Source: an optimization exercise on an open RTL-to-GDS flow (aim: small area and few clock cycles per item). Production flows keep margins and buffers that such runs may drop.
RTL that was checked went through simulation tests only; none was proved equivalent to the original.
Function not checked in run 8: the RTL went through the layout flow alone.
No activity file was given, so power comes from the tool's default toggle rates. The flow treats the clock pin as an ideal source, which a real chip does not have.

## flow/design.v

```verilog
package accum_pkg;
  localparam int unsigned ACC_MAX_OUT_ROWS   = 128;
  localparam int unsigned ACC_MAX_OUT_COLS   = 128;
  localparam int unsigned ACC_SYS_ARR_COLS   = 16;
  localparam int unsigned ACC_DATA_WIDTH     = 32;
  localparam int unsigned ACC_NUM_SUBMATS_N  = ACC_MAX_OUT_COLS / ACC_SYS_ARR_COLS;
  localparam int unsigned ACC_NUM_ACCUM_ROWS = ACC_MAX_OUT_ROWS * ACC_NUM_SUBMATS_N;
  localparam int unsigned ACC_ADDR_WIDTH     = $clog2(ACC_NUM_ACCUM_ROWS);
  typedef enum logic [1:0] {IDLE, READ, FLUSH, DONE} drain_state_e;
  function automatic integer idx_w(input integer n);
    idx_w = (n > 1) ? $clog2(n) : 1;
  endfunction
  function automatic integer accum_addr(input integer blk, input integer row,
                                        input integer max_rows);
    accum_addr = blk * max_rows + row;
  endfunction
endpackage
module accum_drain_skid #(
  parameter int unsigned W = 8
) (
  input  logic         clk,
  input  logic         i_hold,
  input  logic [W-1:0] i_data,
  output logic [W-1:0] o_data
);
  logic [W-1:0] r_d;
  assign o_data = i_hold ? r_d : i_data;
  always_ff @(posedge clk) r_d <= o_data;
endmodule
module accum_table_drain
#(
  parameter int unsigned MAX_OUT_ROWS = accum_pkg::ACC_MAX_OUT_ROWS,
  parameter int unsigned MAX_OUT_COLS = accum_pkg::ACC_MAX_OUT_COLS,
  parameter int unsigned SYS_ARR_COLS = accum_pkg::ACC_SYS_ARR_COLS,
  parameter int unsigned DATA_WIDTH   = accum_pkg::ACC_DATA_WIDTH,
  localparam int unsigned NUM_SUBMATS_N  = MAX_OUT_COLS / SYS_ARR_COLS,
  localparam int unsigned NUM_ACCUM_ROWS = MAX_OUT_ROWS * NUM_SUBMATS_N,
  localparam int unsigned ADDR_WIDTH     = $clog2(NUM_ACCUM_ROWS),
  localparam int unsigned ROWS_W         = $clog2(MAX_OUT_ROWS) + 1,
  localparam int unsigned BLKS_W         = $clog2(NUM_SUBMATS_N) + 1,
  localparam int unsigned ROW_W          = accum_pkg::idx_w(MAX_OUT_ROWS),
  localparam int unsigned BLK_W          = accum_pkg::idx_w(NUM_SUBMATS_N),
  localparam int unsigned ROW_BITS       = DATA_WIDTH * SYS_ARR_COLS
) (
  input  logic                  clk,
  input  logic                  reset,
  input  logic                  start,
  input  logic [ROWS_W-1:0]     num_rows,
  input  logic [BLKS_W-1:0]     num_col_blks,
  output logic                  busy,
  output logic                  done,
  output logic                  rd_en,
  output logic [ADDR_WIDTH-1:0] rd_addr,
  input  logic [ROW_BITS-1:0]   rd_data,
  output logic                  out_valid,
  input  logic                  out_ready,
  output logic [ROW_BITS-1:0]   out_data,
  output logic [ROW_W-1:0]      out_row,
  output logic [BLK_W-1:0]      out_col_blk,
  output logic                  out_last
);
  logic              r_busy, r_done, r_hold;
  logic [ROW_W-1:0]  r_rows_m1, r_row;
  logic [BLK_W-1:0]  r_blks_m1, r_blk;
  logic [ROWS_W-1:0] w_rows_clamp;
  logic [BLKS_W-1:0] w_blks_clamp;
  logic              w_nonzero, w_row_end, w_last, w_pop;
  logic [ROW_W-1:0]  w_row_nx;
  logic [BLK_W-1:0]  w_blk_nx;
  assign w_rows_clamp = (num_rows > ROWS_W'(MAX_OUT_ROWS)) ? ROWS_W'(MAX_OUT_ROWS) : num_rows;
  assign w_blks_clamp = (num_col_blks > BLKS_W'(NUM_SUBMATS_N)) ? BLKS_W'(NUM_SUBMATS_N) : num_col_blks;
  assign w_nonzero    = (w_rows_clamp != '0) && (w_blks_clamp != '0);
  assign w_row_end = (r_row == r_rows_m1);
  assign w_last    = w_row_end & (r_blk == r_blks_m1);
  assign w_pop     = r_busy & out_ready;
  always_comb begin
    w_row_nx = r_row;
    w_blk_nx = r_blk;
    if (!r_busy) begin
      w_row_nx = '0;
      w_blk_nx = '0;
    end else if (out_ready) begin
      if (w_row_end) begin
        w_row_nx = '0;
        w_blk_nx = r_blk + BLK_W'(1);
      end else begin
        w_row_nx = r_row + ROW_W'(1);
      end
    end
  end
  assign rd_en   = reset & (r_busy ? (out_ready & ~w_last) : (start & w_nonzero));
  assign rd_addr = ADDR_WIDTH'(accum_pkg::accum_addr(32'(w_blk_nx), 32'(w_row_nx), MAX_OUT_ROWS));
  assign busy    = r_busy;
  assign done    = r_done;
  always_ff @(posedge clk) begin
    r_row  <= w_row_nx;
    r_blk  <= w_blk_nx;
    r_hold <= r_busy & ~out_ready;
    if (!r_busy) begin
      r_rows_m1 <= ROW_W'(w_rows_clamp - ROWS_W'(1));
      r_blks_m1 <= BLK_W'(w_blks_clamp - BLKS_W'(1));
    end
    if (!reset) begin
      r_busy <= 1'b0;
      r_done <= 1'b0;
    end else if (r_busy) begin
      if (out_ready & w_last) begin
        r_busy <= 1'b0;
        r_done <= 1'b1;
      end
    end else begin
      r_done <= start & ~w_nonzero;
      r_busy <= start & w_nonzero;
    end
  end
  accum_drain_skid #(.W(ROW_BITS)) u_hold (
    .clk    (clk),
    .i_hold (r_hold),
    .i_data (rd_data),
    .o_data (out_data)
  );
  assign out_valid   = r_busy;
  assign out_row     = r_row;
  assign out_col_blk = r_blk;
  assign out_last    = w_last;
endmodule
```

## flow/run.sh

```bash
#!/bin/bash
# synth_recipe.tcl (not shown) runs the flow's synth.tcl, then flattens the netlist and writes it again
# the make line also repeats each setting of config.mk as NAME=value (left out here)
make -C /OpenROAD-flow-scripts/flow DESIGN_CONFIG=/design/flow/config.mk WORK_HOME=/design/flow/orfs CLKGATE_MAP_FILE= SYNTH_SCRIPT=/design/flow/synth_recipe.tcl finish
```

## flow/config.mk

```make
export PLATFORM = sky130hd
export DESIGN_NAME = accum_table_drain
export DESIGN_NICKNAME = accum_table_drain
export VERILOG_FILES = /design/flow/design.v
export SDC_FILE = /design/flow/constraint.sdc
export NUM_CORES = 4
export LEC_CHECK = 0
export CAP_MARGIN = 20
export CORE_AREA = 5 5 375 375
export DIE_AREA = 0 0 380 380
export SLEW_MARGIN = 20
```

## flow/constraint.sdc

```tcl
create_clock -name core_clock -period 5.0 [get_ports {clk}]
set_input_delay 1.0000 -clock core_clock [delete_from_list [all_inputs] [get_ports {clk}]]
set_output_delay 1.0000 -clock core_clock [all_outputs]
set_load 0.01 [all_outputs]
```

==> results of run 1 <==
-- worst paths after layout --
check,depth (start not counted),to,start
worst max-delay path,8,rd_en,num_col_blks[3]
worst min-delay path,1,u_hold.r_d[50],u_hold.r_d[50]
worst max register to register,2,u_hold.r_d[262],r_hold
worst min register to register,1,u_hold.r_d[50],u_hold.r_d[50]
-- sequential cells by signal, indices dropped and copies added (netlist names) --
name	count
u_hold.r_d	512
r_blks_m1	3
r_busy	1
r_done	1
r_row	7
r_rows_m1	7
r_blk	3
r_hold	1
-- power by group through the flow --
stage          logic [uW]  registers (uW)  clock network, uW
2_1_floorplan         771            4790                  0
3_3_place_gp         2170            4810                  0
3_5_place_dp         2180            4820                  0
4_1_cts              2190            4730               5330
5_1_grt              2290            4760               5460
6_report             2170            4730               5100
-- cells in the final DEF, fill, tap and decap left out, drive strengths merged, types with 2 or more instances in the layout --
master	netlist	layout
nor3	2	2
edfxtp	10	10
buf	49	12
xor2	3	3
clkdlybuf4s50	0	1064
nand3	3	3
a21oi	3	3
inv	4	13
xnor2	15	15
clkbuf	12	96
a21boi	2	2
nand2b	8	8
clkinvlp	0	4
bufinv	0	2
clkinv	0	12
mux2	512	512
nand3b	2	2
mux2i	2	2
nand4	4	4
ha	5	5
o31ai	3	3
nand2	11	11
dfxtp	525	525
nor2	13	13
diode	0	4
o21ai	3	3
-- kinds of logic after synthesis --
group / share of synthesized area [%]
muxes: 33.0
DFF: 61.7
buffers and inverters: 1.76
and+or+nand+nor: 1.46
xor gates and xnor gates: 0.943
AOI/OAI and AO/OA: 0.707
adders and majority gates: 0.357
-- metrics by stage --
stage / power, uW / area (um^2) / worst slack [ps]
final: 12000 / 32600 / 794
after global routing: 12500 / 32600 / 668
after floorplan: 5560 / 17500 / 1910
after CTS: 12300 / 32600 / 812
after detailed placement: 7000 / 30300 / 811
after global placement: 6980 / 30300 / 830
-- per-layer routing --
metal | vias up | GRT usage (%)
met5 | - | 0
met4 | 2 | 3.21
met3 | 268 | 5.39
met2 | 781 | 23.4
met1 | 6865 | 16.2
li1 | 6398 | -
-- cells in the mapped netlist (all sizes together) --
library cell  instances  area share, %
dfxtp               525             60
mux2                512             33
buf                  49            1.4
xnor2                15           0.79
nor2                 13           0.28
clkbuf               12           0.26
nand2                11           0.24
edfxtp               10            1.7
nand2b                8           0.29
ha                    5           0.36
inv                   4          0.086
nand4                 4           0.18
a21oi                 3          0.086
nand3                 3          0.086
o21ai                 3          0.086
o31ai                 3           0.13
xor2                  3           0.15
a21boi                2          0.086
mux2i                 2           0.11
nand3b                2          0.086
nor3                  2          0.057
a211o                 1          0.050
a31o                  1          0.050
a31oi                 1          0.036
and3                  1          0.036
nor2b                 1          0.036
nor3b                 1          0.043
nor4                  1          0.036
nor4bb                1          0.057
o211ai                1          0.043
o21bai                1          0.043
o311ai                1          0.050
o31a                  1          0.050
or4                   1          0.043
-- layout make-up --
| class | count | area (um^2) | area share, % |
|---|---|---|---|
| Multi-Input combinational cell | 604 | 6390 | 19.6 |
| Sequential cell | 535 | 10800 | 33.2 |
| Timing Repair Buffer | 1076 | 10800 | 33.2 |
| Clock buffer | 96 | 2030 | 6.23 |
| Tap cell | 1781 | 2230 | 6.84 |
| Clock inverter | 27 | 284 | 0.872 |
| Inverter | 4 | 15.0 | 0.0461 |
| Antenna cell | 4 | 10.0 | 0.0307 |
-- worst register-to-register path, cell delays in order, from the launching register on --
cell and delay [ps]:
dfxtp_4 570, buf_12 490, mux2_2 820
==> results.py, run 1 <==
metrics = {
    "run_status": {
        "outcome": "finished clean",
    },
    "floorplanning": {
        "fp-row-count": 135,
        "die-area_um2": 144000,
        "die_h_um": 380,
        "io_pins": 1065,
        "core-area_um2": 136000,
        "die_w_um": 380,
        "start_util_pct": 12.9,
    },
    "clock_network": {
        "tritoncts": "yes",
        "clock_latency_ps": 650,
        "clockBufferDepth": 3,
        "cts_root_buf": "clkbuf_16",
        "postCtsSetupRepairBufs": 0,
        "cts_hold_buf": 0,
        "cts.clk_slew.worst_paths_ps": 50,
        "cts_resized": 0,
        "cts_buffers": 70,
        "cts.htree.levels": 3,
        "cts.sinks": 535,
    },
    "critical_path": {
        "crit_type": "in -> out",
        "crit_required_ps": 4000,
        "path_cells": "clkdlybuf4s50_1 -> nand2b_1 -> ha_1 -> nor3b_1 -> a31oi_1 -> nand3_1 -> a21boi_0 -> clkdlybuf4s50_1",
        "critPathMaxFanout": 4,
        "critPathLaunchType": "input pin",
        "critPathArrivalTime_ps": 3210,
        "crit_path_end_kind": "primary output",
        "cp_slowest_cell": "clkdlybuf4s50_1",
        "critPathTopFamily": "buffers and inverters",
        "crit_buf_inv": 2,
        "reg2reg_setup_slack_ps": 2990,
        "crit_path_max_incr_delay_ps": 580,
        "cp_common_cell": "clkdlybuf4s50_1",
    },
    "routing": {
        "wl_met1_um": 42300,
        "ant_nets": 0,
        "top_layer": "met5",
        "vias": 14300,
        "dr.pass1.iters": 5,
        "dr_wl_met2_um": 49100,
        "drc": 0,
        "wirelength_um": 103000,
        "avgViaCountPerCell": 3.47,
        "wl_met3_um": 8730,
        "wire_per_inst_um": 25.0,
        "drt_first_iter_violations": 532,
    },
    "place": {
        "dp.cells": 4000,
        "place_hpwl_um": 87400,
        "port_buffers": 1064,
        "gp_congestion": 0.885,
    },
    "timing": {
        "maxSlewViolCount": 0,
        "fmax_mhz": 238,
        "max_slew_margin_pct": 29.5,
        "period_needed_ps": 4210,
        "hold_ws_ps": 469,
        "rsz0062_at_grt": "false",
        "fin_worst_skew_ps": 16.4,
        "setup_viol": 0,
        "hold_viol": 0,
        "period_share_pct": 84.1,
        "setup-tns-final_ps": 0,
        "tightest_slew_ps": 1060,
    },
    "yosys": {
        "synthCells": 1204,
        "avgSynthCellArea_um2": 14.5,
        "yosys_warnings": 2,
        "ys_ff_latch": 535,
        "ys_types": 38,
        "syn_nets": 1737,
        "yosysSeqAreaShare_pct": 61.7,
        "syn_area_um2": 17500,
    },
    "power": {
        "switching_share_pct": 25.8,
        "p_switching_uw": 3090,
        "power.leakage_uw": 0.0120,
        "combPwrFrac_pct": 18.1,
        "ir_drop_mv": 0.214,
        "p_int_uw": 8910,
        "pwr-share-clk_pct": 42.5,
        "p_seq_share_pct": 39.4,
        "p_per_area_nw_per_um2": 368,
    },
    "global_route": {
        "grt_max_degree": 150,
        "grt_pass1_wl_um": 135000,
        "antenna_found_initial": 108,
        "overflow": 0,
        "grt_use_total_pct": 13.7,
        "grt_pass1_vias": 14500,
    },
    "worst_hold_path": {
        "hold_path.class": "reg -> reg",
    },
    "finish": {
        "final_nets": 2824,
        "fill_cells": 14400,
        "instances_no_fill": 4127,
        "drive_above_1_share_pct": 27.5,
        "post-route-util_pct": 24.0,
        "areaGrowthSynthToFinish_pct": 86.0,
    },
    "flow_run": {
        "maxCapViolCount": 0,
    },
}
Testbench counts, summed over its fixed seeds: cycles 87,815, beats 76,753.
==> inputs of run 2 (changes only) <==
==> flow/flow/run.sh (new file) <==
#!/bin/bash
# The standard layout, with the smallest buffer on every input and output port.
set -euo pipefail
export BUFFER_PORTS_ARGS="-buffer_cell sky130_fd_sc_hd__buf_1"
bash standard.sh > standard_make.log 2>&1
==> flow/standard.sh (new file) <==
#!/bin/bash
# synth_recipe.tcl (not shown) runs the flow's synth.tcl, then flattens the netlist and writes it again
# the make line also repeats each setting of config.mk as NAME=value (left out here)
make -C /OpenROAD-flow-scripts/flow DESIGN_CONFIG=/design/flow/config.mk WORK_HOME=/design/flow/orfs CLKGATE_MAP_FILE= SYNTH_SCRIPT=/design/flow/synth_recipe.tcl "${@:-finish}"
--- a/flow/config.mk
+++ b/flow/config.mk
@@ -6,6 +6,8 @@
 export NUM_CORES = 4
 export LEC_CHECK = 0
 export CAP_MARGIN = 20
-export CORE_AREA = 5 5 375 375
-export DIE_AREA = 0 0 380 380
+export CORE_AREA = 2 2 458 78
+export CTS_BUF_LIST = sky130_fd_sc_hd__clkbuf_4 sky130_fd_sc_hd__clkbuf_8
+export CTS_CLUSTER_SIZE = 30
+export DIE_AREA = 0 0 460 80
 export SLEW_MARGIN = 20
removed: flow/run.sh
==> results.py, run 2 <==
metrics = {
    "yosys": {
        "yosys_most_used_dff": "dfxtp_1",
        "ys_ff_latch": 535,
        "yosysTopAreaCellShare_pct": 60.0,
        "syn_nets": 1737,
        "synth_common_cells": "525 x dfxtp_1, 512 x mux2_2, 48 x buf_2",
        "synth_area_leaders": "dfxtp_1 60%, mux2_2 33%, edfxtp_1 1.7%, buf_2 1.4%, xnor2_1 0.70%",
        "ys_types": 38,
        "synthCells": 1204,
        "yosysTopAreaCell": "dfxtp_1",
        "synth_edf_count": 10,
        "async_flop_share_pct": 0,
        "avgSynthCellArea_um2": 14.5,
        "syn_area_um2": 17500,
        "yosys_warnings": 2,
        "yosysSeqAreaShare_pct": 61.7,
        "yosysMostFrequentCell": "dfxtp_1",
    },
    "routing": {
        "drt_first_iter_violations": 600,
        "dr.pass1.iters": 4,
        "vias": 13200,
        "ant_nets": 0,
        "wire_per_inst_um": 19.9,
        "drc": 0,
        "wirelength_um": 55400,
        "avgViaCountPerCell": 4.74,
    },
    "critical_path": {
        "crit_path_end_kind": "primary output",
        "crit_required_ps": 4000,
        "reg2reg_setup_slack_ps": 2980,
        "critPathLaunchType": "register",
        "critPathMaxFanout": 51,
        "critPathArrivalTime_ps": 2680,
        "crit_type": "reg -> out",
    },
    "finish": {
        "areaGrowthSynthToFinish_pct": 32.2,
        "final_cell_mix": "1064 x buf_1, 524 x dfxtp_1, 512 x mux2_2",
        "top_register": "u_hold.r_d",
        "drive_above_1_share_pct": 27.0,
        "final_common_cell": "buf_1",
        "instances_no_fill": 2783,
        "fill_cells": 2716,
        "reg_top3": "u_hold.r_d: 512 flops, r_row: 7 flops, r_rows_m1: 7 flops",
        "final_nets": 2812,
        "largest_reg_flops": 512,
    },
    "place": {
        "port_buffers": 1064,
        "gp_congestion": 0.886,
        "place_hpwl_um": 44200,
        "dp.cells": 2686,
    },
    "global_route": {
        "grt_pass1_wl_um": 77100,
        "overflow": 0,
        "grt_pass1_vias": 12700,
        "antenna_found_initial": 1,
        "grt_max_degree": 76,
        "grt_use_total_pct": 28.1,
    },
    "clock_network": {
        "clockBufferDepth": 3,
        "cts_buffers": 55,
        "cts_resized": 0,
        "tritoncts": "yes",
        "postCtsSetupRepairBufs": 0,
        "cts_root_buf": "clkbuf_8",
        "cts.sinks": 535,
        "cts.clk_slew.worst_paths_ps": 80,
        "cts.htree.levels": 2,
        "cts_hold_buf": 0,
        "clock_latency_ps": 640,
    },
    "timing": {
        "period_share_pct": 73.5,
        "rsz0062_at_grt": "false",
        "max_slew_margin_pct": 43.4,
        "setup-tns-final_ps": 0,
        "fin_worst_skew_ps": 19.0,
        "setup_viol": 0,
        "hold_viol": 0,
        "tightest_slew_ps": 849,
        "fmax_mhz": 272,
        "period_needed_ps": 3680,
        "maxSlewViolCount": 0,
    },
    "power": {
        "p_seq_share_pct": 52.1,
        "pwr-share-clk_pct": 33.5,
        "ir_drop_mv": 0.226,
        "power.leakage_uw": 0.00857,
        "p_switching_uw": 2400,
        "p_per_area_nw_per_um2": 392,
        "switching_share_pct": 26.4,
        "p_int_uw": 6680,
        "combPwrFrac_pct": 14.4,
    },
    "floorplanning": {
        "io_pins": 1065,
        "die_w_um": 460,
        "core-area_um2": 33400,
        "die-area_um2": 36800,
        "fp-row-count": 27,
        "die_h_um": 80,
        "start_util_pct": 52.4,
    },
    "worst_hold_path": {
        "hold_path.class": "reg -> reg",
    },
    "flow_run": {
        "maxCapViolCount": 0,
    },
    "run_status": {
        "outcome": "finished clean",
    },
}
[run 2: per-stage QoR]
| step | cell area [um^2] | hold slack [ps] | util, % | setup slack [ps] | total power [uW] |
|---|---|---|---|---|---|
| 2_1_floorplan | 17500 | 491 | - | 1910 | 5560 |
| 3_3_place_gp | 22000 | 453 | 65.7 | 1590 | 6100 |
| 3_5_place_dp | 22000 | 457 | 65.7 | 1510 | 6140 |
| 4_1_cts | 23100 | 476 | 69.2 | 1260 | 9150 |
| 5_1_grt | 23200 | 487 | 69.2 | 1140 | 9470 |
| 6_report | 23200 | 474 | 69.2 | 1320 | 9080 |
[run 2: logic make-up (layout without fill, tap and decap cells)]
group,after synthesis,count (layout),synth area share (%)
XOR/XNOR,18,18,0.943
buffers and inverters,65,1178,1.76
other,0,2,0
adder cells (fa/ha/maj),5,5,0.357
AND/OR/NAND/NOR,49,49,1.46
multiplexers,514,514,33.0
flip-flops,535,535,61.7
AO/OA/AOI/OAI,18,18,0.707
[run 2: worst paths after layout]
path / cells after the start / startpoint / to
worst max-delay path: 3 / r_hold / out_data[18]
worst min-delay path: 1 / u_hold.r_d[116] / u_hold.r_d[116]
worst max register to register: 2 / r_hold / u_hold.r_d[209]
worst min register to register: 1 / u_hold.r_d[116] / u_hold.r_d[116]
[run 2: critical path, stage by stage (launching register included)]
cell and delay, ps:
dfxtp_4 880, buf_4 550, mux2_2 440, buf_1 160
[run 2: cell type report]
class,instances,area [um^2],area share (%)
Tap cell,464,581,2.51
Multi-Input combinational cell,604,6390,27.6
Timing Repair Buffer,1079,4170,18.0
Sequential cell,535,10800,46.7
Inverter,4,15.0,0.0648
Antenna cell,2,5.00,0.0216
Clock buffer,92,1160,5.01
Clock inverter,3,18.8,0.0811
[run 2: per-layer routing]
layer  GRT usage (%)  vias to the layer above  wire [um]
met1            35.3                     6446      23500
li1                -                     6346          -
met4            6.25                        0        966
met5               0                        -          0
met3            8.24                       86       3390
met2            48.5                      314      27600
[run 2: power by group through the flow]
stage / Combinational, uW / Sequential (uW) / Clock (uW)
floorplan: 771 / 4790 / 0
global placement: 1290 / 4810 / 0
detailed placement: 1310 / 4830 / 0
CTS: 1310 / 4730 / 3110
global route: 1400 / 4770 / 3300
finish: 1310 / 4730 / 3040
==> inputs of run 3 (changes only) <==
==> flow/flow/run.sh (replaced) <==
#!/bin/bash
# The standard layout, with the smallest buffer on every input and output port and a
# clock tree of fewer, larger sink clusters without dummy loads.
set -euo pipefail
export BUFFER_PORTS_ARGS="-buffer_cell sky130_fd_sc_hd__buf_1"
export CTS_ARGS="-sink_clustering_enable -repair_clock_nets -dont_use_dummy_load -buf_list {sky130_fd_sc_hd__clkbuf_8} -sink_clustering_size 16 -sink_clustering_max_diameter 50"
bash standard.sh > standard_make.log 2>&1
--- a/flow/config.mk
+++ b/flow/config.mk
@@ -7,7 +7,5 @@
 export LEC_CHECK = 0
 export CAP_MARGIN = 20
 export CORE_AREA = 2 2 458 78
-export CTS_BUF_LIST = sky130_fd_sc_hd__clkbuf_4 sky130_fd_sc_hd__clkbuf_8
-export CTS_CLUSTER_SIZE = 30
 export DIE_AREA = 0 0 460 80
 export SLEW_MARGIN = 20
==> results.py, run 3 <==
metrics = {
    "run_status": {
        "outcome": "finished clean",
    },
    "yosys": {
        "yosysMostFrequentCell": "dfxtp_1",
        "ys_types": 38,
        "yosysSeqAreaShare_pct": 61.7,
        "syn_area_um2": 17500,
        "synthCells": 1204,
        "yosysTopAreaCellShare_pct": 60.0,
        "ys_ff_latch": 535,
        "yosys_warnings": 2,
        "synth_common_cells": "525 x dfxtp_1, 512 x mux2_2, 48 x buf_2",
        "async_flop_share_pct": 0,
        "avgSynthCellArea_um2": 14.5,
        "syn_nets": 1737,
        "synth_edf_count": 10,
        "synth_area_leaders": "dfxtp_1 60%, mux2_2 33%, edfxtp_1 1.7%, buf_2 1.4%, xnor2_1 0.70%",
        "yosysTopAreaCell": "dfxtp_1",
        "yosys_most_used_dff": "dfxtp_1",
    },
    "finish": {
        "largest_reg_flops": 512,
        "reg_top3": "u_hold.r_d: 512 flops, r_row: 7 flops, r_rows_m1: 7 flops",
        "drive_above_1_share_pct": 25.2,
        "areaGrowthSynthToFinish_pct": 28.5,
        "final_common_cell": "buf_1",
        "multi_input_area_um2": 6390,
        "n_antenna_cell": 0,
        "final_cell_mix": "1064 x buf_1, 524 x dfxtp_1, 512 x mux2_2",
        "fill_cells": 2796,
        "ff_latch_area_um2": 10800,
        "instances_no_fill": 2725,
        "final_nets": 2796,
        "top_register": "u_hold.r_d",
    },
    "timing": {
        "fin_worst_skew_ps": 30.8,
        "setup-tns-final_ps": 0,
        "fmax_mhz": 273,
        "hold_viol": 0,
        "tightest_slew_ps": 842,
        "rsz0062_at_grt": "false",
        "period_needed_ps": 3670,
        "max_slew_margin_pct": 43.9,
        "worst_slack_ps": 1330,
        "period_share_pct": 73.3,
        "maxSlewViolCount": 0,
        "setup_viol": 0,
    },
    "place": {
        "gp_congestion": 0.886,
        "place_ws_ps": 1510,
        "dp.cells": 2686,
        "port_buffers": 1064,
        "place_hpwl_um": 44200,
    },
    "floorplanning": {
        "fp-row-count": 27,
        "io_pins": 1065,
        "die_h_um": 80,
        "start_util_pct": 52.4,
        "die_w_um": 460,
        "core-area_um2": 33400,
        "die-area_um2": 36800,
    },
    "routing": {
        "avgViaCountPerCell": 4.76,
        "drt_first_iter_violations": 551,
        "top_layer": "met5",
        "wire_per_inst_um": 20.0,
        "drc": 0,
        "dr_wl_met2_um": 27400,
        "vias": 13000,
        "wl_met1_um": 23200,
        "wirelength_um": 54400,
        "wl_met3_um": 2990,
        "dr.pass1.iters": 4,
        "ant_nets": 0,
    },
    "critical_path": {
        "crit_required_ps": 4000,
        "critPathMaxFanout": 51,
        "r2r_cells": 2,
        "r2r_end": "u_hold.r_d[209]",
        "rr_startpoint": "r_hold",
        "critPathLaunchType": "register",
        "critPathArrivalTime_ps": 2670,
        "crit_path_end": "out_data[18]",
        "crit_type": "reg -> out",
        "setup.worst_path.start": "r_hold",
        "reg2reg_setup_slack_ps": 2970,
        "crit_path_end_kind": "primary output",
    },
    "power": {
        "p_int_uw": 5930,
        "ir_drop_mv": 0.172,
        "p_seq_share_pct": 58.3,
        "pwr-share-clk_pct": 25.6,
        "power.leakage_uw": 0.00822,
        "p_switching_uw": 2180,
        "combPwrFrac_pct": 16.1,
        "switching_share_pct": 26.9,
        "p_per_area_nw_per_um2": 360,
    },
    "clock_network": {
        "clock_latency_ps": 600,
        "postCtsSetupRepairBufs": 0,
        "cts.htree.levels": 2,
        "tritoncts": "yes",
        "cts_hold_buf": 0,
        "cts_buffers": 39,
        "clockBufferDepth": 3,
        "cts.clk_slew.worst_paths_ps": 90,
        "cts.sinks": 535,
        "cts_resized": 0,
        "cts_root_buf": "clkbuf_8",
    },
    "global_route": {
        "grt_pass1_vias": 12600,
        "grt_pass1_wl_um": 75900,
        "antenna_found_initial": 1,
        "grt_use_total_pct": 27.7,
        "grt_max_degree": 76,
        "overflow": 0,
    },
    "worst_hold_path": {
        "hold_path.class": "reg -> reg",
    },
    "flow_run": {
        "maxCapViolCount": 0,
    },
}
## run 3: cell type report
type / instances / area share [%]
Sequential cell: 535 / 48.0
Multi-Input combinational cell: 604 / 28.4
Timing Repair Buffer: 1079 / 18.5
Tap cell: 464 / 2.58
Clock buffer: 39 / 2.38
Inverter: 4 / 0.0667
## run 3: cell families after synthesis
logic type	share of synthesized area, %
AOI/OAI and AO/OA	0.707
xor gates and xnor gates	0.943
adders and majority gates	0.357
buffers and inverters	1.76
DFF	61.7
muxes	33.0
and+or+nand+nor	1.46
## run 3: how the worst min path moves through the flow
stage	startpoint	slack, ps	to	depth (start not counted)
finish	u_hold.r_d[23]	470	u_hold.r_d[23]	1
global route	u_hold.r_d[23]	490	u_hold.r_d[23]	1
CTS	u_hold.r_d[23]	470	u_hold.r_d[23]	1
detailed placement	u_hold.r_d[238]	460	u_hold.r_d[238]	1
global placement	u_hold.r_d[231]	450	u_hold.r_d[231]	1
floorplan	u_hold.r_d[100]	490	u_hold.r_d[100]	1
## run 3: layer usage
layer	up-vias	track usage, %
met5	-	0
met4	2	5.26
met3	70	8.10
met2	288	48.5
met1	6351	34.5
li1	6267	-
## run 3: power groups by stage
stage	clock network [uW]	logic, uW	registers [uW]
finish	2080	1310	4730
global route	2300	1400	4770
detailed placement	0	1310	4830
global placement	0	1290	4810
CTS	2130	1310	4730
floorplan	0	771	4790
## run 3: metrics by stage
| step | hold WS [ps] | total power [uW] | util, % | instance area [um^2] |
|---|---|---|---|---|
| final | 473 | 8110 | 67.3 | 22500 |
| after global placement | 453 | 6100 | 65.7 | 22000 |
| after detailed placement | 457 | 6140 | 65.7 | 22000 |
| after floorplan | 491 | 5560 | - | 17500 |
| after CTS | 472 | 8180 | 67.3 | 22500 |
| after global routing | 487 | 8460 | 67.3 | 22500 |
## run 3: worst max-delay path, stage by stage (launching register included)
cell and delay (ps):
dfxtp_4 880, buf_4 560, mux2_2 440, buf_1 160
==> inputs of run 4 (changes only) <==
==> flow/flow/run.sh (replaced) <==
#!/bin/bash
# The standard layout, with the smallest buffer on every input and output port and a
# clock tree of fewer, larger sink clusters without dummy loads.
set -euo pipefail
export BUFFER_PORTS_ARGS="-buffer_cell sky130_fd_sc_hd__buf_1"
export CTS_ARGS="-sink_clustering_enable -repair_clock_nets -dont_use_dummy_load -buf_list {sky130_fd_sc_hd__clkbuf_8 sky130_fd_sc_hd__clkbuf_16} -sink_clustering_size 24 -sink_clustering_max_diameter 50"
bash standard.sh > standard_make.log 2>&1
==> results.py, run 4 <==
metrics = {
    "yosys": {
        "syn_area_um2": 17500,
        "yosysMostFrequentCell": "dfxtp_1",
        "yosys_warnings": 2,
        "yosys_most_used_dff": "dfxtp_1",
        "synthCells": 1204,
        "synth_area_leaders": "dfxtp_1 60%, mux2_2 33%, edfxtp_1 1.7%, buf_2 1.4%, xnor2_1 0.70%",
        "yosysTopAreaCellShare_pct": 60.0,
        "ys_types": 38,
        "yosysTopAreaCell": "dfxtp_1",
        "syn_nets": 1737,
        "synth_common_cells": "525 x dfxtp_1, 512 x mux2_2, 48 x buf_2",
        "async_flop_share_pct": 0,
        "ys_ff_latch": 535,
        "synth_edf_count": 10,
        "avgSynthCellArea_um2": 14.5,
        "yosysSeqAreaShare_pct": 61.7,
    },
    "finish": {
        "n_antenna_cell": 0,
        "final_cell_mix": "1064 x buf_1, 524 x dfxtp_1, 512 x mux2_2",
        "areaGrowthSynthToFinish_pct": 29.2,
        "final_common_cell": "buf_1",
        "drive_above_1_share_pct": 24.8,
        "top_register": "u_hold.r_d",
        "post-route-util_pct": 67.6,
        "largest_reg_flops": 512,
        "final_nets": 2783,
        "reg_top3": "u_hold.r_d: 512 flops, r_row: 7 flops, r_rows_m1: 7 flops",
    },
    "global_route": {
        "grt_max_degree": 76,
        "grt_pass1_vias": 12600,
        "grt_pass1_wl_um": 75600,
        "overflow": 0,
        "grt_use_total_pct": 27.5,
        "antenna_found_initial": 1,
    },
    "timing": {
        "max_slew_margin_pct": 44.1,
        "period_needed_ps": 3670,
        "maxSlewViolCount": 0,
        "period_share_pct": 73.5,
        "fmax_mhz": 272,
        "rsz0062_at_grt": "false",
        "fin_worst_skew_ps": 35.7,
        "hold_viol": 0,
        "setup_viol": 0,
        "tightest_slew_ps": 839,
        "setup-tns-final_ps": 0,
    },
    "run_status": {
        "outcome": "finished clean",
    },
    "clock_network": {
        "clock_latency_ps": 590,
        "cts.sinks": 535,
        "clockBufferDepth": 3,
        "cts_root_buf": "clkbuf_16",
        "cts_resized": 0,
        "postCtsSetupRepairBufs": 0,
        "cts.htree.levels": 1,
        "cts_hold_buf": 0,
        "tritoncts": "yes",
        "cts.clk_slew.worst_paths_ps": 90,
        "cts_buffers": 26,
    },
    "floorplanning": {
        "die_w_um": 460,
        "die-area_um2": 36800,
        "die_h_um": 80,
        "start_util_pct": 52.4,
        "io_pins": 1065,
        "core-area_um2": 33400,
        "fp-row-count": 27,
    },
    "routing": {
        "wire_per_inst_um": 20.0,
        "avgViaCountPerCell": 4.78,
        "drt_first_iter_violations": 537,
        "dr.pass1.iters": 5,
        "drc": 0,
        "ant_nets": 0,
        "vias": 13000,
        "wirelength_um": 54200,
    },
    "critical_path": {
        "crit_type": "reg -> out",
        "crit_path_end_kind": "primary output",
        "reg2reg_setup_slack_ps": 2950,
        "crit_required_ps": 4000,
        "critPathMaxFanout": 51,
        "critPathArrivalTime_ps": 2670,
        "setup.worst_path.start": "r_hold",
        "crit_path_end": "out_data[209]",
        "rr_startpoint": "r_hold",
        "critPathLaunchType": "register",
        "r2r_end": "u_hold.r_d[209]",
        "r2r_cells": 2,
    },
    "place": {
        "gp_congestion": 0.886,
        "port_buffers": 1064,
        "place_hpwl_um": 44200,
    },
    "power": {
        "power.leakage_uw": 0.00826,
        "power_uw": 8330,
        "ir_drop_mv": 0.216,
        "p_per_area_nw_per_um2": 368,
    },
    "flow_run": {
        "maxCapViolCount": 0,
    },
    "worst_hold_path": {
        "hold_path.class": "reg -> reg",
    },
}
-- run 4: power by group --
| part | total [uW] | switching (uW) | internal (uW) |
|---|---|---|---|
| Combinational | 1310 | 723 | 583 |
| Sequential | 4730 | 94.8 | 4640 |
| Clock | 2290 | 1360 | 933 |
-- run 4: worst max-delay path: stages, from the launching register on --
cell and delay, ps:
dfxtp_4 880, buf_4 560, mux2_2 450, buf_1 150
-- run 4: through the flow --
step | cell area [um^2] | hold slack (ps) | setup slack (ps) | std cells
floorplan | 17500 | 491 | 1910 | 1204
finish | 22600 | 476 | 1330 | 2712
global route | 22600 | 488 | 1190 | 2712
CTS | 22600 | 474 | 1310 | 2712
detailed placement | 22000 | 457 | 1510 | 2686
global placement | 22000 | 453 | 1590 | 2686
-- run 4: final cells by class --
class / count / area (um^2)
clock buffers: 26 / 651
fillers: 2775 / 10800
inverters: 4 / 15.0
multi-input cells: 604 / 6390
flip-flops and latches: 535 / 10800
well taps: 464 / 581
repair buffers: 1079 / 4170
-- run 4: cell families after synthesis --
| kind of cell | Yosys count | share of synthesized area, % |
|---|---|---|
| flip-flops | 535 | 61.7 |
| AND/OR/NAND/NOR | 49 | 1.46 |
| buffers and inverters | 65 | 1.76 |
| XOR/XNOR | 18 | 0.943 |
| multiplexers | 514 | 33.0 |
| AO/OA/AOI/OAI | 18 | 0.707 |
| adder cells (fa/ha/maj) | 5 | 0.357 |
-- run 4: how the worst min path moves through the flow --
stage	cells after the start	start	endpoint	slack, ps
global route	1	u_hold.r_d[88]	u_hold.r_d[88]	490
floorplan	1	u_hold.r_d[100]	u_hold.r_d[100]	490
detailed placement	1	u_hold.r_d[238]	u_hold.r_d[238]	460
finish	1	u_hold.r_d[88]	u_hold.r_d[88]	480
CTS	1	u_hold.r_d[91]	u_hold.r_d[91]	470
global placement	1	u_hold.r_d[231]	u_hold.r_d[231]	450
-- run 4: per-layer routing --
metal	share of wire, %	routed length, um	GRT usage (%)	vias up
met5	0.024	13	0	-
met4	1.6	862	5.07	2
met3	5.4	2940	7.52	74
met2	51	27500	48.9	284
met1	42	22900	34.1	6351
li1	-	-	-	6245
==> inputs of run 5 (changes only) <==
==> flow/flow/run.sh (replaced) <==
#!/bin/bash
# The standard layout, with the smallest buffer on every input and output port and a
# clock tree of fewer, larger sink clusters without dummy loads.
set -euo pipefail
export BUFFER_PORTS_ARGS="-buffer_cell sky130_fd_sc_hd__buf_1"
export CTS_ARGS="-sink_clustering_enable -repair_clock_nets -dont_use_dummy_load -buf_list {sky130_fd_sc_hd__clkbuf_16} -sink_clustering_size 30 -sink_clustering_max_diameter 60"
bash standard.sh > standard_make.log 2>&1
==> results.py, run 5 <==
metrics = {
    "power": {
        "p_switching_uw": 2110,
        "power.leakage_uw": 0.00819,
        "ir_drop_mv": 0.299,
        "switching_share_pct": 26.1,
        "combPwrFrac_pct": 16.1,
        "p_seq_share_pct": 58.4,
        "p_per_area_nw_per_um2": 360,
        "pwr-share-clk_pct": 25.4,
        "power_uw": 8100,
        "p_int_uw": 5990,
    },
    "place": {
        "place_hpwl_um": 44200,
        "place_ws_ps": 1510,
        "placed_area_um2": 22000,
        "port_buffers": 1064,
        "gp_congestion": 0.886,
    },
    "clock_network": {
        "cts_root_buf": "clkbuf_16",
        "cts_buffers": 21,
        "cts_hold_buf": 0,
        "cts_resized": 0,
        "tritoncts": "yes",
        "cts.clk_slew.worst_paths_ps": 110,
        "clock_latency_ps": 560,
        "cts.htree.levels": 1,
        "cts.sinks": 535,
        "clockBufferDepth": 3,
        "postCtsSetupRepairBufs": 0,
    },
    "yosys": {
        "yosysTopAreaCellShare_pct": 60.0,
        "synth_common_cells": "525 x dfxtp_1, 512 x mux2_2, 48 x buf_2",
        "yosysTopAreaCell": "dfxtp_1",
        "yosys_warnings": 2,
        "synth_area_leaders": "dfxtp_1 60%, mux2_2 33%, edfxtp_1 1.7%, buf_2 1.4%, xnor2_1 0.70%",
        "ys_ff_latch": 535,
        "syn_area_um2": 17500,
        "synthCells": 1204,
        "yosys_most_used_dff": "dfxtp_1",
        "syn_nets": 1737,
        "yosysMostFrequentCell": "dfxtp_1",
        "ys_types": 38,
        "yosysSeqAreaShare_pct": 61.7,
        "async_flop_share_pct": 0,
        "avgSynthCellArea_um2": 14.5,
        "synth_edf_count": 10,
    },
    "critical_path": {
        "crit_type": "reg -> out",
        "crit_required_ps": 4000,
        "critPathArrivalTime_ps": 2610,
        "rr_startpoint": "r_hold",
        "critPathMaxFanout": 51,
        "crit_path_end_kind": "primary output",
        "setup.worst_path.start": "r_hold",
        "critPathLaunchType": "register",
    },
    "timing": {
        "hold_ws_ps": 481,
        "setup_viol": 0,
        "hold_viol": 0,
        "rsz0062_at_grt": "false",
        "setup-tns-final_ps": 0,
        "maxSlewViolCount": 0,
        "period_share_pct": 72.1,
        "fin_worst_skew_ps": 10.7,
        "max_slew_margin_pct": 44.6,
        "fmax_mhz": 277,
        "worst_slack_ps": 1390,
        "tightest_slew_ps": 832,
        "period_needed_ps": 3610,
    },
    "global_route": {
        "grt_pass1_vias": 12500,
        "grt_use_total_pct": 27.2,
        "grt_max_degree": 76,
        "grt_pass1_wl_um": 75100,
        "overflow": 0,
        "antenna_found_initial": 1,
    },
    "floorplanning": {
        "core-area_um2": 33400,
        "die-area_um2": 36800,
        "die_w_um": 460,
        "start_util_pct": 52.4,
        "fp-row-count": 27,
        "io_pins": 1065,
        "die_h_um": 80,
    },
    "finish": {
        "reg_top3": "u_hold.r_d: 512 flops, r_row: 7 flops, r_rows_m1: 7 flops",
        "final_nets": 2778,
        "stdcell_area_um2": 22500,
        "final_common_cell": "buf_1",
        "final_cell_mix": "1064 x buf_1, 524 x dfxtp_1, 512 x mux2_2",
        "areaGrowthSynthToFinish_pct": 28.5,
        "drive_above_1_share_pct": 24.6,
        "largest_reg_flops": 512,
        "top_register": "u_hold.r_d",
    },
    "routing": {
        "ant_nets": 0,
        "drc": 0,
        "wirelength_um": 53800,
        "drt_first_iter_violations": 537,
        "vias": 12900,
        "wire_per_inst_um": 19.9,
        "avgViaCountPerCell": 4.77,
        "dr.pass1.iters": 4,
    },
    "flow_run": {
        "maxCapViolCount": 0,
    },
    "run_status": {
        "outcome": "finished clean",
    },
    "worst_hold_path": {
        "hold_path.class": "reg -> reg",
        "min-delay-start": "u_hold.r_d[36]",
    },
}
-- run 5: layout make-up --
| cell class | count | area [um^2] |
|---|---|---|
| multi-input combinational | 604 | 6390 |
| sequential | 535 | 10800 |
| antenna | 2 | 5.00 |
| tap | 464 | 581 |
| fill | 2787 | 10900 |
| timing repair buffer | 1079 | 4170 |
| inverter | 4 | 15.0 |
| clock buffer | 21 | 526 |
-- run 5: worst paths after layout --
kind | to | slack [ps] | depth (start not counted)
worst min register to register | u_hold.r_d[36] | 480 | 1
worst max register to register | u_hold.r_d[209] | 2990 | 2
worst min-delay path | u_hold.r_d[36] | 480 | 1
worst max-delay path | out_data[4] | 1390 | 3
-- run 5: critical path, cell delays in order, from the launching register on --
cell,delay (ps)
dfxtp_4,880
buf_4,550
mux2_2,420
buf_1,150
-- run 5: cell families (layout without fill, tap and decap cells) --
| logic type | Yosys count | in the layout | share of synthesized area (%) |
|---|---|---|---|
| flops | 535 | 535 | 61.7 |
| mux | 514 | 514 | 33.0 |
| buf+inv | 65 | 1104 | 1.76 |
| simple gates | 49 | 49 | 1.46 |
| compound gates | 18 | 18 | 0.707 |
| xor+xnor | 18 | 18 | 0.943 |
| fa+ha+maj | 5 | 5 | 0.357 |
| other cells | 0 | 2 | 0 |
-- run 5: metal layers --
| layer | global-route usage, % | routed length (um) | share of wire (%) |
|---|---|---|---|
| met5 | 0 | 13 | 0.024 |
| met3 | 6.90 | 2780 | 5.2 |
| met2 | 48.7 | 27500 | 51 |
| met4 | 5.30 | 933 | 1.7 |
| met1 | 33.8 | 22600 | 42 |
-- run 5: through the flow --
step / cells / util (%)
2_1_floorplan: 1204 / -
3_3_place_gp: 2686 / 65.7
3_5_place_dp: 2686 / 65.7
4_1_cts: 2707 / 67.3
5_1_grt: 2707 / 67.3
6_report: 2709 / 67.3
-- run 5: power groups by stage --
stage	registers, uW	clock network [uW]	logic [uW]
2_1_floorplan	4790	0	771
3_3_place_gp	4810	0	1290
3_5_place_dp	4830	0	1310
4_1_cts	4730	2100	1310
5_1_grt	4770	2250	1400
6_report	4730	2060	1310
==> inputs of run 6 (changes only) <==
--- a/flow/design.v
+++ b/flow/design.v
@@ -60,18 +60,20 @@
   output logic                  out_last
 );
   logic              r_busy, r_done, r_hold;
-  logic [ROW_W-1:0]  r_rows_m1, r_row;
-  logic [BLK_W-1:0]  r_blks_m1, r_blk;
+  logic [ROW_W-1:0]  r_rows, r_row;
+  logic [BLK_W-1:0]  r_blks, r_blk;
   logic [ROWS_W-1:0] w_rows_clamp;
   logic [BLKS_W-1:0] w_blks_clamp;
   logic              w_nonzero, w_row_end, w_last, w_pop;
-  logic [ROW_W-1:0]  w_row_nx;
-  logic [BLK_W-1:0]  w_blk_nx;
+  logic [ROW_W-1:0]  w_row_nx, w_row_inc;
+  logic [BLK_W-1:0]  w_blk_nx, w_blk_inc;
   assign w_rows_clamp = (num_rows > ROWS_W'(MAX_OUT_ROWS)) ? ROWS_W'(MAX_OUT_ROWS) : num_rows;
   assign w_blks_clamp = (num_col_blks > BLKS_W'(NUM_SUBMATS_N)) ? BLKS_W'(NUM_SUBMATS_N) : num_col_blks;
   assign w_nonzero    = (w_rows_clamp != '0) && (w_blks_clamp != '0);
-  assign w_row_end = (r_row == r_rows_m1);
-  assign w_last    = w_row_end & (r_blk == r_blks_m1);
+  assign w_row_inc = r_row + ROW_W'(1);
+  assign w_blk_inc = r_blk + BLK_W'(1);
+  assign w_row_end = (w_row_inc == r_rows);
+  assign w_last    = w_row_end & (w_blk_inc == r_blks);
   assign w_pop     = r_busy & out_ready;
   always_comb begin
     w_row_nx = r_row;
@@ -82,9 +84,9 @@
     end else if (out_ready) begin
       if (w_row_end) begin
         w_row_nx = '0;
-        w_blk_nx = r_blk + BLK_W'(1);
+        w_blk_nx = w_blk_inc;
       end else begin
-        w_row_nx = r_row + ROW_W'(1);
+        w_row_nx = w_row_inc;
       end
     end
   end
@@ -97,8 +99,8 @@
     r_blk  <= w_blk_nx;
     r_hold <= r_busy & ~out_ready;
     if (!r_busy) begin
-      r_rows_m1 <= ROW_W'(w_rows_clamp - ROWS_W'(1));
-      r_blks_m1 <= BLK_W'(w_blks_clamp - BLKS_W'(1));
+      r_rows <= ROW_W'(w_rows_clamp);
+      r_blks <= BLK_W'(w_blks_clamp);
     end
     if (!reset) begin
       r_busy <= 1'b0;
--- a/flow/config.mk
+++ b/flow/config.mk
@@ -8,4 +8,5 @@
 export CAP_MARGIN = 20
 export CORE_AREA = 2 2 458 78
 export DIE_AREA = 0 0 460 80
+export PLACE_DENSITY = 0.85
 export SLEW_MARGIN = 20
==> results.py, run 6 <==
metrics = {
    "run_status": {
        "outcome": "finished clean",
    },
    "critical_path": {
        "critPathLaunchType": "register",
        "crit_path_max_incr_delay_ps": 560,
        "r2r_cells": 6,
        "crit_buf_inv": 1,
        "crit_path_end_kind": "primary output",
        "critPathArrivalTime_ps": 3160,
        "path_cells": "ha_1 -> nand2b_1 -> a21o_1 -> a31oi_1 -> nor4_4 -> nor3_1 -> buf_1",
        "reg2reg_setup_slack_ps": 2490,
        "crit_type": "reg -> out",
        "cp_slowest_cell": "a31oi_1",
        "critPathTopFamily": "simple AND/OR/NAND/NOR gates",
        "critPathMaxFanout": 9,
        "r2r_end": "r_row[6]",
        "crit_required_ps": 4000,
        "rr_startpoint": "r_row[0]",
    },
    "yosys": {
        "synth_edf_count": 10,
        "yosys_warnings": 2,
        "yosys.area_share.simple_pct": 1.82,
        "synth.area.mux_share_pct": 33.2,
        "yosysSeqAreaShare_pct": 61.9,
        "syn_area_um2": 17500,
        "synthCells": 1204,
        "synth_top_family_by_area": "multiplexers",
        "ys_ff_latch": 535,
        "async_flop_share_pct": 0,
        "yosysMostFrequentCell": "dfxtp_1",
        "yosys_most_used_dff": "dfxtp_1",
        "synth-xor-area-share_pct": 0.853,
        "synth_compound_area_share_pct": 0.545,
        "syn_nets": 1734,
        "synth_area_leaders": "dfxtp_1 60%, mux2_2 33%, edfxtp_1 1.7%, clkbuf_1 1.3%, xor2_1 0.45%",
        "ys_types": 33,
        "synth_common_cells": "525 x dfxtp_1, 512 x mux2_2, 62 x clkbuf_1",
        "yosysTopAreaCell": "dfxtp_1",
        "yosysTopAreaCellShare_pct": 60.2,
        "yosys.area_share.adder_pct": 0.143,
        "avgSynthCellArea_um2": 14.5,
    },
    "timing": {
        "hold_ws_ps": 483,
        "hold_viol": 0,
        "max_slew_margin_pct": 40.0,
        "maxSlewViolCount": 0,
        "setup-tns-final_ps": 0,
        "rsz0062_at_grt": "false",
        "worst_slack_ps": 843,
        "setup_viol": 0,
        "fin_worst_skew_ps": 22.2,
        "tightest_slew_ps": 900,
        "period_share_pct": 83.1,
        "fmax_mhz": 241,
        "period_needed_ps": 4160,
    },
    "floorplanning": {
        "die-area_um2": 36800,
        "die_h_um": 80,
        "io_pins": 1065,
        "die_w_um": 460,
        "fp-row-count": 27,
        "core-area_um2": 33400,
        "start_util_pct": 52.2,
    },
    "clock_network": {
        "cts_hold_buf": 0,
        "cts_buffers": 21,
        "cts.clk_slew.worst_paths_ps": 120,
        "clock_latency_ps": 590,
        "cts_root_buf": "clkbuf_16",
        "cts.htree.levels": 1,
        "cts.sinks": 535,
        "clockBufferDepth": 3,
        "cts_resized": 0,
        "postCtsSetupRepairBufs": 0,
        "tritoncts": "yes",
    },
    "place": {
        "place_hpwl_um": 66800,
        "gp_congestion": 1.05,
        "port_buffers": 1064,
        "place_ws_ps": 1450,
    },
    "power": {
        "p_per_area_nw_per_um2": 368,
        "pwr-share-clk_pct": 25.6,
        "p_seq_share_pct": 57.2,
        "power.leakage_uw": 0.00819,
        "ir_drop_mv": 0.223,
        "combPwrFrac_pct": 17.2,
        "p_switching_uw": 2310,
        "p_int_uw": 5990,
        "switching_share_pct": 27.9,
    },
    "finish": {
        "final_common_cell": "buf_1",
        "largest_reg_flops": 512,
        "final_cell_mix": "1064 x buf_1, 524 x dfxtp_1, 512 x mux2_2",
        "reg_top3": "u_hold.r_d: 512 flops, r_row: 7 flops, r_rows: 7 flops",
        "top_register": "u_hold.r_d",
        "drive_above_1_share_pct": 24.6,
        "fill_cells": 2638,
        "areaGrowthSynthToFinish_pct": 29.2,
        "final_nets": 2770,
    },
    "global_route": {
        "grt_max_degree": 76,
        "antenna_found_initial": 46,
        "grt_use_total_pct": 41.0,
        "grt_pass1_wl_um": 104000,
        "overflow": 0,
        "grt_pass1_vias": 13800,
    },
    "routing": {
        "wire_per_inst_um": 29.0,
        "drt_first_iter_violations": 1592,
        "ant_nets": 0,
        "dr.pass1.iters": 5,
        "wirelength_um": 79000,
        "drc": 0,
        "avgViaCountPerCell": 5.31,
        "vias": 14500,
    },
    "worst_hold_path": {
        "hold_depth": 1,
        "hold_path.class": "reg -> reg",
        "min_to": "u_hold.r_d[202]",
        "min-delay-start": "u_hold.r_d[202]",
    },
    "flow_run": {
        "maxCapViolCount": 0,
    },
}
-- run 6: worst max path at each step --
| stage | cells after the start | startpoint | to |
|---|---|---|---|
| after floorplan | 5 | out_ready | rd_addr[5] |
| after detailed placement | 5 | out_ready | rd_addr[7] |
| final | 7 | r_row[0] | rd_addr[6] |
| after global placement | 6 | out_ready | rd_addr[5] |
| after CTS | 7 | r_row[0] | rd_addr[6] |
| after global routing | 7 | r_row[0] | rd_addr[6] |
-- run 6: worst register-to-register path: cells and delay by family (launching register included) --
kind / cells / cell delay (ps)
simple gates: 3 / 770
compound gates: 2 / 730
flops: 1 / 550
fa+ha+maj: 1 / 300
-- run 6: power groups by stage --
stage / logic [uW] / registers, uW / clock network (uW)
after floorplan: 767 / 4790 / 0
after global placement: 1370 / 4810 / 0
after detailed placement: 1390 / 4840 / 0
after CTS: 1400 / 4740 / 2110
after global routing: 1480 / 4770 / 2270
final: 1430 / 4750 / 2130
-- run 6: kinds of logic after synthesis --
family | after synthesis
AO/OA/AOI/OAI | 13
XOR/XNOR | 17
adder cells (fa/ha/maj) | 2
buffers and inverters | 68
flip-flops | 535
multiplexers | 515
AND/OR/NAND/NOR | 54
-- run 6: layout make-up --
cell class / count / area, um^2 / share of cell area, %
well taps: 464 / 581 / 2.57
multi-input cells: 601 / 6380 / 28.3
clock buffers: 21 / 526 / 2.33
repair buffers: 1077 / 4170 / 18.5
flip-flops and latches: 535 / 10800 / 48.0
diodes: 25 / 62.6 / 0.277
inverters: 4 / 15.0 / 0.0666
-- run 6: per-stage QoR --
step	total power (uW)	utilization (%)	area (um^2)	std cells
after CTS	8250	67.2	22500	2702
after detailed placement	6230	65.7	22000	2681
after global routing	8530	67.3	22500	2711
after global placement	6180	65.7	22000	2681
after floorplan	5550	-	17500	1204
final	8300	67.4	22500	2727
-- run 6: per-layer routing --
layer	global-route usage (%)	vias to the layer above	wire length (um)
met2	64.0	711	35300
met3	17.7	137	9390
li1	-	6272	-
met4	6.94	18	1390
met1	52.9	7346	32700
met5	6.29	-	195
Testbench counts of run 6, summed over its fixed seeds: cycles 87,815, beats 76,753.
==> inputs of run 7 (changes only) <==
--- a/flow/config.mk
+++ b/flow/config.mk
@@ -8,5 +8,4 @@
 export CAP_MARGIN = 20
 export CORE_AREA = 2 2 458 78
 export DIE_AREA = 0 0 460 80
-export PLACE_DENSITY = 0.85
 export SLEW_MARGIN = 20
==> results.py, run 7 <==
metrics = {
    "run_status": {
        "outcome": "finished clean",
    },
    "critical_path": {
        "critPathArrivalTime_ps": 2910,
        "crit_path_end_kind": "primary output",
        "crit_path_max_incr_delay_ps": 540,
        "path_cells": "ha_1 -> nand2b_1 -> o211ai_1 -> a31oi_1 -> nor4_4 -> mux2i_1 -> buf_1",
        "crit_type": "reg -> out",
        "critPathMaxFanout": 9,
        "cp_slowest_cell": "dfxtp_1",
        "critPathLaunchType": "register",
        "crit_required_ps": 4000,
    },
    "clock_network": {
        "cts.htree.levels": 1,
        "cts.clk_slew.worst_paths_ps": 110,
        "cts.sinks": 535,
        "cts_root_buf": "clkbuf_16",
        "cts_resized": 0,
        "clock_latency_ps": 580,
        "postCtsSetupRepairBufs": 0,
        "cts_buffers": 21,
        "clockBufferDepth": 3,
        "tritoncts": "yes",
        "cts_hold_buf": 0,
    },
    "timing": {
        "max_slew_margin_pct": 54.3,
        "fmax_mhz": 256,
        "rsz0062_at_grt": "false",
        "maxSlewViolCount": 0,
        "tightest_slew_ps": 685,
        "fin_worst_skew_ps": 39.6,
        "setup_viol": 0,
        "period_share_pct": 78.2,
        "setup-tns-final_ps": 0,
        "hold_viol": 0,
        "period_needed_ps": 3910,
    },
    "global_route": {
        "grt_use_total_pct": 28.3,
        "grt_max_degree": 86,
        "grt_pass1_wl_um": 77600,
        "overflow": 0,
        "grt_pass1_vias": 12800,
        "antenna_found_initial": 7,
    },
    "finish": {
        "largest_reg_flops": 512,
        "final_cell_mix": "1064 x buf_1, 524 x dfxtp_1, 512 x mux2_2",
        "top_register": "u_hold.r_d",
        "drive_above_1_share_pct": 24.6,
        "fill_cells": 2793,
        "final_nets": 2769,
        "areaGrowthSynthToFinish_pct": 28.7,
        "stdcell_area_um2": 22500,
        "final_common_cell": "buf_1",
        "reg_top3": "u_hold.r_d: 512 flops, r_row: 7 flops, r_rows: 7 flops",
    },
    "routing": {
        "wire_per_inst_um": 20.5,
        "avgViaCountPerCell": 4.83,
        "drt_first_iter_violations": 578,
        "drc": 0,
        "wl_met1_um": 22800,
        "top_layer": "met5",
        "wirelength_um": 55300,
        "vias": 13100,
        "ant_nets": 0,
        "dr_wl_met2_um": 28100,
        "wl_met3_um": 3470,
        "dr.pass1.iters": 4,
    },
    "yosys": {
        "ys_ff_latch": 535,
        "async_flop_share_pct": 0,
        "syn_area_um2": 17500,
        "yosysTopAreaCell": "dfxtp_1",
        "yosysSeqAreaShare_pct": 61.9,
        "synth_top_family_by_area": "multiplexers",
        "syn_nets": 1734,
        "yosys.area_share.simple_pct": 1.82,
        "avgSynthCellArea_um2": 14.5,
        "yosys.area_share.adder_pct": 0.143,
        "ys_types": 33,
        "synth.area.mux_share_pct": 33.2,
        "yosysMostFrequentCell": "dfxtp_1",
        "synth_edf_count": 10,
        "synth-xor-area-share_pct": 0.853,
        "synth_common_cells": "525 x dfxtp_1, 512 x mux2_2, 62 x clkbuf_1",
        "yosysTopAreaCellShare_pct": 60.2,
        "synth_compound_area_share_pct": 0.545,
        "synthCells": 1204,
        "yosys_warnings": 2,
        "yosys_most_used_dff": "dfxtp_1",
        "synth_area_leaders": "dfxtp_1 60%, mux2_2 33%, edfxtp_1 1.7%, clkbuf_1 1.3%, xor2_1 0.45%",
    },
    "power": {
        "p_int_uw": 5980,
        "power.leakage_uw": 0.00818,
        "switching_share_pct": 26.1,
        "p_switching_uw": 2110,
        "combPwrFrac_pct": 16.2,
        "ir_drop_mv": 0.212,
        "p_per_area_nw_per_um2": 360,
        "pwr-share-clk_pct": 25.4,
        "p_seq_share_pct": 58.4,
    },
    "floorplanning": {
        "die_h_um": 80,
        "die_w_um": 460,
        "core-area_um2": 33400,
        "die-area_um2": 36800,
        "fp-row-count": 27,
        "io_pins": 1065,
        "start_util_pct": 52.2,
    },
    "place": {
        "gp_congestion": 0.942,
        "place_hpwl_um": 45400,
        "port_buffers": 1064,
        "placed_area_um2": 21900,
    },
    "worst_hold_path": {
        "hold_path.class": "reg -> reg",
    },
    "flow_run": {
        "maxCapViolCount": 0,
    },
}
run 7: cell counts after synthesis:
No cell type changed its count.
run 7: cell families after synthesis:
| logic type | count (synthesis) |
|---|---|
| fa+ha+maj | 2 |
| buf+inv | 68 |
| flops | 535 |
| simple gates | 54 |
| xor+xnor | 17 |
| mux | 515 |
| compound gates | 13 |
run 7: metal layers:
metal | vias up | track usage (%)
li1 | 6244 | -
met4 | 10 | 5.36
met2 | 342 | 50.2
met5 | - | 0
met3 | 86 | 8.38
met1 | 6378 | 34.8
run 7: worst paths after layout:
path | start | to | slack (ps) | depth (start not counted)
worst max-delay path | r_row[0] | rd_addr[7] | 1090 | 7
worst min-delay path | u_hold.r_d[152] | u_hold.r_d[152] | 480 | 1
worst max register to register | r_row[0] | r_blk[0] | 2740 | 6
worst min register to register | u_hold.r_d[152] | u_hold.r_d[152] | 480 | 1
run 7: layout make-up:
class	instances	area, um^2	area share, %
Sequential cell	535	10800	48.1
Multi-Input combinational cell	601	6380	28.4
Timing Repair Buffer	1076	4150	18.5
Tap cell	464	581	2.58
Clock buffer	21	526	2.34
Inverter	4	15.0	0.0668
Antenna cell	2	5.00	0.0223
run 7: stage by stage:
step / instances / hold WS, ps / power (uW) / utilization (%) / setup WS [ps]
floorplan: 1204 / 491 / 5550 / - / 1770
global placement: 2680 / 453 / 6100 / 65.6 / 1480
detailed placement: 2680 / 457 / 6140 / 65.6 / 1420
CTS: 2701 / 482 / 8160 / 67.2 / 1100
global route: 2702 / 494 / 8440 / 67.2 / 892
finish: 2703 / 481 / 8100 / 67.2 / 1090
run 7: critical path, delay by kind of cell, from the launching register on:
kind | cells | cell delay [ps]
adder cells (fa/ha/maj) | 1 | 320
flip-flops | 1 | 540
buffers and inverters | 1 | 170
AO/OA/AOI/OAI | 2 | 440
multiplexers | 1 | 290
AND/OR/NAND/NOR | 2 | 610
run 7: power by group through the flow:
stage	Sequential (uW)	Clock, uW	Combinational (uW)
after global placement	4810	0	1290
after detailed placement	4830	0	1310
after global routing	4770	2270	1400
after CTS	4730	2110	1320
after floorplan	4790	0	767
final	4730	2060	1310
==> inputs of run 8 (changes only) <==
--- a/flow/design.v
+++ b/flow/design.v
@@ -76,17 +76,14 @@
   assign w_last    = w_row_end & (w_blk_inc == r_blks);
   assign w_pop     = r_busy & out_ready;
   always_comb begin
-    w_row_nx = r_row;
-    w_blk_nx = r_blk;
-    if (!r_busy) begin
-      w_row_nx = '0;
-      w_blk_nx = '0;
-    end else if (out_ready) begin
+    w_row_nx = '0;
+    w_blk_nx = '0;
+    if (r_busy) begin
       if (w_row_end) begin
-        w_row_nx = '0;
         w_blk_nx = w_blk_inc;
       end else begin
         w_row_nx = w_row_inc;
+        w_blk_nx = r_blk;
       end
     end
   end
@@ -95,8 +92,10 @@
   assign busy    = r_busy;
   assign done    = r_done;
   always_ff @(posedge clk) begin
-    r_row  <= w_row_nx;
-    r_blk  <= w_blk_nx;
+    if (!r_busy || out_ready) begin
+      r_row <= w_row_nx;
+      r_blk <= w_blk_nx;
+    end
     r_hold <= r_busy & ~out_ready;
     if (!r_busy) begin
       r_rows <= ROW_W'(w_rows_clamp);
==> results.py, run 8 <==
metrics = {
    "yosys": {
        "syn_area_um2": 17400,
        "yosys_most_used_dff": "dfxtp_1",
        "synth_common_cells": "515 x dfxtp_1, 512 x mux2_2, 58 x clkbuf_1",
        "ys_types": 30,
        "synthCells": 1189,
        "yosysMostFrequentCell": "dfxtp_1",
        "yosysTopAreaCell": "dfxtp_1",
        "avgSynthCellArea_um2": 14.7,
        "ys_ff_latch": 535,
        "syn_nets": 1719,
        "synth_edf_count": 20,
        "yosys_warnings": 2,
        "async_flop_share_pct": 0,
        "yosysSeqAreaShare_pct": 62.6,
        "yosysTopAreaCellShare_pct": 59.1,
        "synth_area_leaders": "dfxtp_1 59%, mux2_2 33%, edfxtp_1 3.4%, clkbuf_1 1.2%, xnor2_1 0.55%",
    },
    "clock_network": {
        "cts_buffers": 21,
        "cts.clk_slew.worst_paths_ps": 110,
        "cts.sinks": 535,
        "tritoncts": "yes",
        "cts_root_buf": "clkbuf_16",
        "clock_latency_ps": 580,
        "postCtsSetupRepairBufs": 0,
        "cts.htree.levels": 1,
        "cts_hold_buf": 0,
        "clockBufferDepth": 3,
        "cts_resized": 0,
    },
    "floorplanning": {
        "fp-row-count": 27,
        "core-area_um2": 33400,
        "io_pins": 1065,
        "die_w_um": 460,
        "die_h_um": 80,
        "start_util_pct": 52.2,
        "die-area_um2": 36800,
    },
    "routing": {
        "vias": 13100,
        "drc": 0,
        "drt_first_iter_violations": 710,
        "ant_nets": 0,
        "dr.pass1.iters": 5,
        "wl_met1_um": 24500,
        "wirelength_um": 56900,
        "top_layer": "met4",
        "wl_met3_um": 3930,
        "dr_wl_met2_um": 27800,
        "avgViaCountPerCell": 4.85,
        "wire_per_inst_um": 21.1,
    },
    "global_route": {
        "grt_pass1_wl_um": 78800,
        "grt_max_degree": 106,
        "antenna_found_initial": 8,
        "overflow": 0,
        "grt_use_total_pct": 29.0,
        "grt_pass1_vias": 12600,
    },
    "timing": {
        "hold_viol": 0,
        "setup_viol": 0,
        "setup-tns-final_ps": 0,
        "max_slew_margin_pct": 52.0,
        "period_needed_ps": 3900,
        "period_share_pct": 78.0,
        "rsz0062_at_grt": "false",
        "fin_worst_skew_ps": 40.0,
        "maxSlewViolCount": 0,
        "fmax_mhz": 257,
        "tightest_slew_ps": 719,
    },
    "run_status": {
        "outcome": "finished clean",
    },
    "critical_path": {
        "crit_required_ps": 4000,
        "critPathLaunchType": "register",
        "critPathArrivalTime_ps": 2900,
        "crit_type": "reg -> out",
        "critPathMaxFanout": 6,
        "crit_path_end_kind": "primary output",
    },
    "finish": {
        "final_nets": 2761,
        "areaGrowthSynthToFinish_pct": 29.0,
        "instances_no_fill": 2696,
        "final_cell_mix": "1064 x buf_1, 514 x dfxtp_1, 512 x mux2_2",
        "final_common_cell": "buf_1",
        "largest_reg_flops": 512,
        "drive_above_1_share_pct": 24.7,
        "reg_top3": "u_hold.r_d: 512 flops, r_row: 7 flops, r_rows: 7 flops",
        "top_register": "u_hold.r_d",
    },
    "power": {
        "p_int_uw": 6010,
        "pwr-share-clk_pct": 25.4,
        "switching_share_pct": 26.3,
        "p_per_area_nw_per_um2": 363,
        "ir_drop_mv": 0.221,
        "p_seq_share_pct": 58.3,
        "combPwrFrac_pct": 16.2,
        "power.leakage_uw": 0.00823,
        "p_switching_uw": 2150,
    },
    "place": {
        "port_buffers": 1064,
        "place_hpwl_um": 47100,
        "gp_congestion": 1.01,
        "dp.cells": 2672,
    },
    "worst_hold_path": {
        "hold_path.class": "reg -> reg",
    },
    "flow_run": {
        "maxCapViolCount": 0,
    },
}
==> run 8: final timing paths <==
| path | from | endpoint | slack (ps) | cells after the start |
|---|---|---|---|---|
| setup reg to reg | r_row[0] | r_row[0] | 2600 | 6 |
| setup / recovery | r_row[0] | rd_addr[9] | 1100 | 7 |
| hold reg to reg | u_hold.r_d[128] | u_hold.r_d[128] | 480 | 1 |
| hold / removal | u_hold.r_d[128] | u_hold.r_d[128] | 480 | 1 |
==> run 8: logic make-up after synthesis <==
| logic type | after synthesis | share of synthesized area (%) |
|---|---|---|
| simple gates | 44 | 1.33 |
| xor+xnor | 17 | 0.954 |
| flops | 535 | 62.6 |
| buf+inv | 64 | 1.40 |
| fa+ha+maj | 2 | 0.143 |
| compound gates | 13 | 0.452 |
| mux | 514 | 33.2 |
==> run 8: cell type report <==
cell class	count	area (um^2)
clock buffer	21	526
inverter	5	18.8
multi-input combinational	590	6290
timing repair buffer	1078	4160
fill	2793	10900
sequential	535	10900
antenna	3	7.51
tap	464	581
==> run 8: power groups by stage <==
| stage | clock, uW | sequential [uW] | combinational, uW |
|---|---|---|---|
| 5_1_grt | 2270 | 4790 | 1420 |
| 2_1_floorplan | 0 | 4820 | 768 |
| 4_1_cts | 2110 | 4760 | 1330 |
| 3_5_place_dp | 0 | 4860 | 1330 |
| 3_3_place_gp | 0 | 4840 | 1310 |
| 6_report | 2070 | 4760 | 1330 |
==> run 8: critical path, cell delays in order (launching register included) <==
cell,delay [ps]
edfxtp_1,470
ha_1,240
nand3_1,120
or3_1,410
a22o_1,270
or4_1,470
a21oi_1,200
buf_1,180
==> run 8: through the flow <==
stage	hold WS [ps]	setup slack (ps)	cell area, um^2	power, uW	util, %
floorplan	491	1860	17400	5580	-
global placement	453	1740	22000	6140	65.7
detailed placement	457	1660	22000	6180	65.7
CTS	483	1070	22500	8200	67.2
global route	493	925	22500	8490	67.2
finish	482	1100	22500	8160	67.3
==> run 8: per-layer routing <==
| layer | up-vias | global-route usage, % |
|---|---|---|
| met5 | - | 0 |
| met4 | 0 | 3.45 |
| met3 | 60 | 8.03 |
| met2 | 352 | 49.7 |
| met1 | 6460 | 37.9 |
| li1 | 6210 | - |

==> separate check: timing with driven ports <==
In the flow no input, the clock included, has a driving cell. The finished layouts below were timed again as built, in two steps.
Step 1 assumes that a clkbuf_16 drives the clock port and a buf_2 every other input.
Step 2, shift: input delay + t, output delay - t, t = (earliest + latest rising clock arrival at the registers) / 2. This alone moves slack from input paths to output paths.
a / b / c = ideal / step 1 / step 2; a / b = the first two.
run	t, ns	setup WS [ns]	worst slew at a driven data input, ns
run 1	0.710	0.794 / 0.767 / 0.767	0.27
run 2	0.679	1.324 / 1.271 / 1.480	0.10
run 3	0.644	1.334 / 1.277 / 1.468	0.09
run 4	0.636	1.326 / 1.267 / 1.462	0.10
run 5	0.616	1.393 / 1.333 / 1.467	0.11
run 6	0.633	0.843 / 0.780 / 1.397	0.28
run 7	0.623	1.092 / 1.025 / 1.389	0.19
run 8	0.620	1.102 / 1.040 / 1.660	0.27
After both steps every run listed still meets setup and hold. For run 1, which loses most, drivers alone change the setup slack by -0.027 ns; drivers and shift together by -0.027 ns.
